From an optimization exercise on the open Yosys and OpenROAD flow, aimed at a short achievable clock period and few clock cycles per item; shortcuts taken in it are not production practice.
Only simulation tests tie the RTL to the original design; equivalence was not proved.
Power is estimated from default activity; no workload was simulated.

==> ember <==
==> flow/design.v (excerpt) <==
module exec_stage #(
    parameter int W = 32
) (
    input  logic         clk,
    input  logic         rst,
    input  logic         in_valid,
    output logic         in_ready,
    input  logic         flush,
    input  logic [3:0]   opcode,
    input  logic [W-1:0] oprand1,
    input  logic [W-1:0] oprand2,
    input  logic [3:0]   rd_addr,
    input  logic         set_flags,
    input  logic         carry_in,
    input  logic [3:0]   nzcv_in,
    output logic         out_valid,
    output logic [W-1:0] result,
    output logic [3:0]   wb_addr,
    output logic         wb_en,
    output logic [3:0]   nzcv_out,
    output logic         flags_en,
    output logic         undef
);
clock: 11.0 ns
lec_check: 0
cap_margin: 20
core_margin: 2
core_utilization: 70
cts_cluster_diameter: 60
cts_cluster_size: 30
slew_margin: 20
standard.sh (not shown) runs the stock make flow with config.mk's settings and CLKGATE_MAP_FILE= SYNTH_SCRIPT=/design/flow/synth_recipe.tcl, a recipe that flattens the netlist after the stock synthesis.
==> flow/flow/run.sh <==
#!/bin/bash
# Own flow: the standard layout (standard.sh: the standard synthesis,
# floorplan, placement, CTS and routing, unchanged) with a larger setup margin
# for ORFS's timing repair, so that repair_timing keeps improving paths that
# already meet the 11 ns clock, and without gate cloning in that repair.
# The constraints (constraint.sdc) are untouched.
set -euo pipefail
MARGIN=$(cat flow/margin)
bash standard.sh SETUP_SLACK_MARGIN="$MARGIN" SKIP_GATE_CLONING=1 finish > standard_flow.log 2>&1
==> flow/flow/margin <==
7.8
==> inputs of raven, as changes to ember <==
- CORE_UTILIZATION: 70 -> 60
- CTS_CLUSTER_DIAMETER: 60 -> 80
- CTS_CLUSTER_SIZE: 30 -> 25
==> inputs of harbor, as changes to ember <==
--- a/flow/design.v
+++ b/flow/design.v
@@ -3764,37 +3764,34 @@
     output logic [W-1:0] result,
     output logic [3:0]   wb_addr,
     output logic         wb_en,
     output logic [3:0]   nzcv_out,
     output logic         flags_en,
     output logic         undef
 );
-    localparam int NST   = 34;    
+    localparam int NST   = 18;    
     localparam int MERGE = 6;     
-    localparam int NDIV  = 6;     
+    localparam int NDIV  = 5;     
     localparam int UW    = $clog2(NDIV);
     logic         rdy_q;
-    logic         rdy_i;
     logic         rdy_nx;
     logic         s0_v;
     logic [3:0]   s0_op;
     logic [W-1:0] s0_a;
     logic [W-1:0] s0_b;
     logic [3:0]   s0_rd;
     logic         s0_s;
     logic         s0_cin;
     logic [3:0]   s0_nz;
     assign in_ready = rdy_q;
     always_ff @(posedge clk or negedge rst) begin
         if (!rst) begin
             s0_v  <= 1'b0;
-            rdy_i <= 1'b1;
         end else begin
-            s0_v  <= in_valid && rdy_i && !flush;
-            rdy_i <= rdy_nx;
+            s0_v  <= in_valid && rdy_q && !flush;
         end
     end
     always_ff @(posedge clk) begin
         rdy_q <= rdy_nx;
     end
     always_ff @(posedge clk) begin
         s0_op  <= opcode;
@@ -3956,27 +3953,38 @@
     always_ff @(posedge clk or negedge rst) begin
         if (!rst) begin
             u_go <= '0;
         end else begin
             u_go <= (alloc && !flush) ? u_pick : '0;
         end
     end
+    logic [W+1:0] b3;
+    logic [W+1:0] d1_b3;
+    arm_ks_add #(.N(W + 2)) u_b3 (
+        .a    ({2'b0, s0_b}),
+        .b    ({1'b0, s0_b, 1'b0}),
+        .cin  (1'b0),
+        .s    (b3),
+        .cout ()
+    );
     always_ff @(posedge clk) begin
-        d1_a <= s0_a;
-        d1_b <= s0_b;
+        d1_a  <= s0_a;
+        d1_b  <= s0_b;
+        d1_b3 <= b3;
     end
     for (genvar i = 0; i < NDIV; i++) begin : g_unit
         logic u_idle;
         arm_div_unit #(.W(W)) u_div (
             .clk      (clk),
             .rst      (rst),
             .abort    (flush),
             .start    (u_go[i]),
             .dividend (d1_a),
             .divisor  (d1_b),
+            .divisor3 (d1_b3),
             .idle     (u_idle),
             .busy_long(u_long[i]),
             .quotient (u_q[i])
         );
         assign u_free[i] = u_idle && !u_go[i];
     end
     logic [NDIV:0] n_ge;    
@@ -3992,15 +4000,15 @@
                 n_ge[j] = n_ge[j] || (n_ge[j-1] && (u_long[i] || u_go[i]));
             end
         end
     end
     assign room3   = !n_ge[NDIV-2];
     assign room2   = n_ge[NDIV-2] && !n_ge[NDIV-1];
     assign room1   = n_ge[NDIV-1] && !n_ge[NDIV];
-    assign acc_div = in_valid && rdy_i && (opcode == arm_pkg::OP_UDIV);
+    assign acc_div = in_valid && rdy_q && (opcode == arm_pkg::OP_UDIV);
     assign rdy_nx  = flush || room3 || (room2 && !(alloc && acc_div)) ||
                      (room1 && !alloc && !acc_div);
     logic          m_v   [1:NST];
     logic          m_div [1:NST];
     logic [UW-1:0] m_u   [1:NST];
     logic [3:0]    m_rd  [1:NST];
     logic          m_wb  [1:NST];
@@ -4063,62 +4071,90 @@
 ) (
     input  logic         clk,
     input  logic         rst,
     input  logic         abort,
     input  logic         start,
     input  logic [W-1:0] dividend,
     input  logic [W-1:0] divisor,
+    input  logic [W+1:0] divisor3,
     output logic         idle,
     output logic         busy_long,
     output logic [W-1:0] quotient
 );
-    logic [5:0]   cnt;
-    logic [W:0]   r;        
+    localparam int STEPS = W / 2;
+    logic [4:0]   cnt;
+    logic [W-1:0] r;        
     logic [W-1:0] q;        
     logic [W-1:0] d;
-    logic [W+1:0] x;
-    logic [W+1:0] rp;
-    logic [W+1:0] rm;
-    logic [W:0]   r_nx;
-    logic         qb;
-    assign x = {r, q[W-1]};
-    arm_ks_add #(.N(W + 2)) u_rp (
-        .a    (x),
-        .b    ({2'b0, d}),
-        .cin  (1'b0),
-        .s    (rp),
-        .cout ()
+    logic [W+1:0] d3;       
+    logic [W+1:0] rsh;
+    logic [W+2:0] t1;
+    logic [W+2:0] t2;
+    logic [W+2:0] t3;
+    logic         ge1;
+    logic         ge2;
+    logic         ge3;
+    logic [W-1:0] r_nx;
+    logic [1:0]   qd;
+    assign rsh = {r, q[W-1:W-2]};
+    arm_ks_add #(.N(W + 3)) u_t1 (
+        .a    ({1'b0, rsh}),
+        .b    ({3'b111, ~d}),
+        .cin  (1'b1),
+        .s    (t1),
+        .cout (ge1)
     );
-    arm_ks_add #(.N(W + 2)) u_rm (
-        .a    (x),
-        .b    ({2'b11, ~d}),
+    arm_ks_add #(.N(W + 3)) u_t2 (
+        .a    ({1'b0, rsh}),
+        .b    ({2'b11, ~d, 1'b1}),
         .cin  (1'b1),
-        .s    (rm),
-        .cout ()
+        .s    (t2),
+        .cout (ge2)
     );
-    assign r_nx = r[W] ? rp[W:0] : rm[W:0];
-    assign qb   = ~r_nx[W];
-    assign idle      = (cnt == 6'd0);
-    assign busy_long = (cnt >= 6'd3);
+    arm_ks_add #(.N(W + 3)) u_t3 (
+        .a    ({1'b0, rsh}),
+        .b    ({1'b1, ~d3}),
+        .cin  (1'b1),
+        .s    (t3),
+        .cout (ge3)
+    );
+    always_comb begin
+        if (ge3) begin
+            r_nx = t3[W-1:0];
+            qd   = 2'd3;
+        end else if (ge2) begin
+            r_nx = t2[W-1:0];
+            qd   = 2'd2;
+        end else if (ge1) begin
+            r_nx = t1[W-1:0];
+            qd   = 2'd1;
+        end else begin
+            r_nx = rsh[W-1:0];
+            qd   = 2'd0;
+        end
+    end
+    assign idle      = (cnt == 5'd0);
+    assign busy_long = (cnt >= 5'd3);
     assign quotient  = q;
     always_ff @(posedge clk or negedge rst) begin
         if (!rst) begin
             cnt <= '0;
         end else if (abort) begin
             cnt <= '0;
         end else if (start) begin
-            cnt <= 6'(W);
+            cnt <= 5'(STEPS);
         end else if (cnt != '0) begin
-            cnt <= cnt - 6'd1;
+            cnt <= cnt - 5'd1;
         end
     end
     always_ff @(posedge clk) begin
         if (start) begin
-            r <= '0;
-            q <= dividend;
-            d <= divisor;
+            r  <= '0;
+            q  <= dividend;
+            d  <= divisor;
+            d3 <= divisor3;
         end else begin
-            r <= r_nx;
-            q <= {q[W-2:0], qb};
+            r  <= r_nx;
+            q  <= {q[W-3:0], qd};
         end
     end
 endmodule
- CORE_UTILIZATION: 70 -> 60
- CTS_CLUSTER_DIAMETER: 60 -> 80
- CTS_CLUSTER_SIZE: 30 -> 25
==> inputs of garnet, as changes to ember <==
--- a/flow/design.v
+++ b/flow/design.v
@@ -3769,38 +3769,37 @@
     output logic         undef
 );
     localparam int NST   = 34;    
     localparam int MERGE = 6;     
     localparam int NDIV  = 6;     
     localparam int UW    = $clog2(NDIV);
     logic         rdy_q;
-    logic         rdy_i;
+    logic         full_q;
     logic         rdy_nx;
     logic         s0_v;
     logic [3:0]   s0_op;
     logic [W-1:0] s0_a;
     logic [W-1:0] s0_b;
     logic [3:0]   s0_rd;
     logic         s0_s;
     logic         s0_cin;
     logic [3:0]   s0_nz;
     assign in_ready = rdy_q;
     always_ff @(posedge clk or negedge rst) begin
         if (!rst) begin
-            s0_v  <= 1'b0;
-            rdy_i <= 1'b1;
+            s0_v   <= 1'b0;
+            rdy_q  <= 1'b1;
+            full_q <= 1'b0;
         end else begin
-            s0_v  <= in_valid && rdy_i && !flush;
-            rdy_i <= rdy_nx;
+            s0_v   <= in_valid && !full_q && !flush;
+            rdy_q  <= rdy_nx;
+            full_q <= !rdy_nx;
         end
     end
     always_ff @(posedge clk) begin
-        rdy_q <= rdy_nx;
-    end
-    always_ff @(posedge clk) begin
         s0_op  <= opcode;
         s0_a   <= oprand1;
         s0_b   <= oprand2;
         s0_rd  <= rd_addr;
         s0_s   <= set_flags;
         s0_cin <= carry_in;
         s0_nz  <= nzcv_in;
@@ -3992,15 +3991,15 @@
                 n_ge[j] = n_ge[j] || (n_ge[j-1] && (u_long[i] || u_go[i]));
             end
         end
     end
     assign room3   = !n_ge[NDIV-2];
     assign room2   = n_ge[NDIV-2] && !n_ge[NDIV-1];
     assign room1   = n_ge[NDIV-1] && !n_ge[NDIV];
-    assign acc_div = in_valid && rdy_i && (opcode == arm_pkg::OP_UDIV);
+    assign acc_div = in_valid && !full_q && (opcode == arm_pkg::OP_UDIV);
     assign rdy_nx  = flush || room3 || (room2 && !(alloc && acc_div)) ||
                      (room1 && !alloc && !acc_div);
     logic          m_v   [1:NST];
     logic          m_div [1:NST];
     logic [UW-1:0] m_u   [1:NST];
     logic [3:0]    m_rd  [1:NST];
     logic          m_wb  [1:NST];
- CORE_UTILIZATION: 70 -> 60
- CTS_CLUSTER_DIAMETER: 60 -> 80
- CTS_CLUSTER_SIZE: 30 -> 25
==> notes <==
Against harbor, the routed wire length of raven is smaller by about 17%.
Against raven, the worst hold slack of ember is higher by 0.017 ns.
Of raven and harbor, harbor has the higher critical path depth (gap 16).
Synthesized area is the same in raven and ember.
In ember the first-iteration DRC count is lower than in harbor, by about 20%.
==> figures <==
Result of the run: raven finished clean; harbor finished clean; garnet finished clean; ember finished clean
Standard-cell row count: raven 154; harbor 152; garnet 155; ember 143
Crit-path slowest cell: raven dfrtp_1; harbor a2111oi_4; garnet dfstp_2; ember dfrtp_1
Multi-input comb cells: raven 5,279; harbor 6,536; garnet 5,317; ember 5,279
Relative slew slack: raven 0.234; harbor 0.154; garnet 0.186; ember 0.171
Met3 track demand over resource: raven 0.0481; harbor 0.0734; garnet 0.0473; ember 0.0952
Total length of routed met3 wires: raven 19,100 µm; harbor 32,300 µm; garnet 17,800 µm; ember 28,500 µm
Reg2Reg Depth: raven 14; harbor 17; garnet 13; ember 16
First-pass detailed-route iteration total: raven 6; harbor 6; garnet 7; ember 10
Register fraction of the total cell area: raven 0.517; harbor 0.405; garnet 0.518; ember 0.516
Maximum ir drop on the vdd rail: raven 188 µV; harbor 303 µV; garnet 188 µV; ember 204 µV
Testbench counts of ember, summed over its fixed seeds: cycles 16,302, items 16,000.
Testbench counts of raven, summed over its fixed seeds: cycles 16,302, items 16,000.
Testbench counts of harbor, summed over its fixed seeds: cycles 16,168, items 16,000.
Testbench counts of garnet, summed over its fixed seeds: cycles 16,302, items 16,000.

re-timing with driven ports:
The flow's constraints put no driver on any port. The routed layouts listed below were extracted and timed again, unchanged, in two steps. Step 1 assumes that a clkbuf_16 drives the clock port and a buf_2 every other input. Step 2 adds t to the input delays and takes it off the output delays; t is the mean of the earliest and latest rising clock arrival at the registers after step 1. Input paths then give back, and output paths get back, about the clock's delay inside the block. Slacks: no drivers / after step 1 / after step 2; pairs: no drivers / after step 1.
run | t, ns | setup slack, ns | hold slack, ns | worst register clock-pin slew, ns | cell pins on the clock port's net
ember | 0.925 | 7.434 / 7.343 / 6.776 | 0.322 / 0.322 / 0.322 | 0.12 / 0.12 | 1
raven | 0.933 | 7.468 / 7.377 / 6.947 | 0.305 / 0.305 / 0.305 | 0.11 / 0.11 | 1
harbor | 0.921 | 7.259 / 7.259 / 6.974 | 0.294 / 0.294 / 0.294 | 0.10 / 0.10 | 1
garnet | 0.913 | 7.308 / 7.217 / 6.997 | 0.297 / 0.297 / 0.297 | 0.10 / 0.10 | 1
After both steps setup and hold are still met in every run listed. The setup slack of ember, which loses most, moves by -0.091 ns with the drivers and by -0.658 ns with both steps.
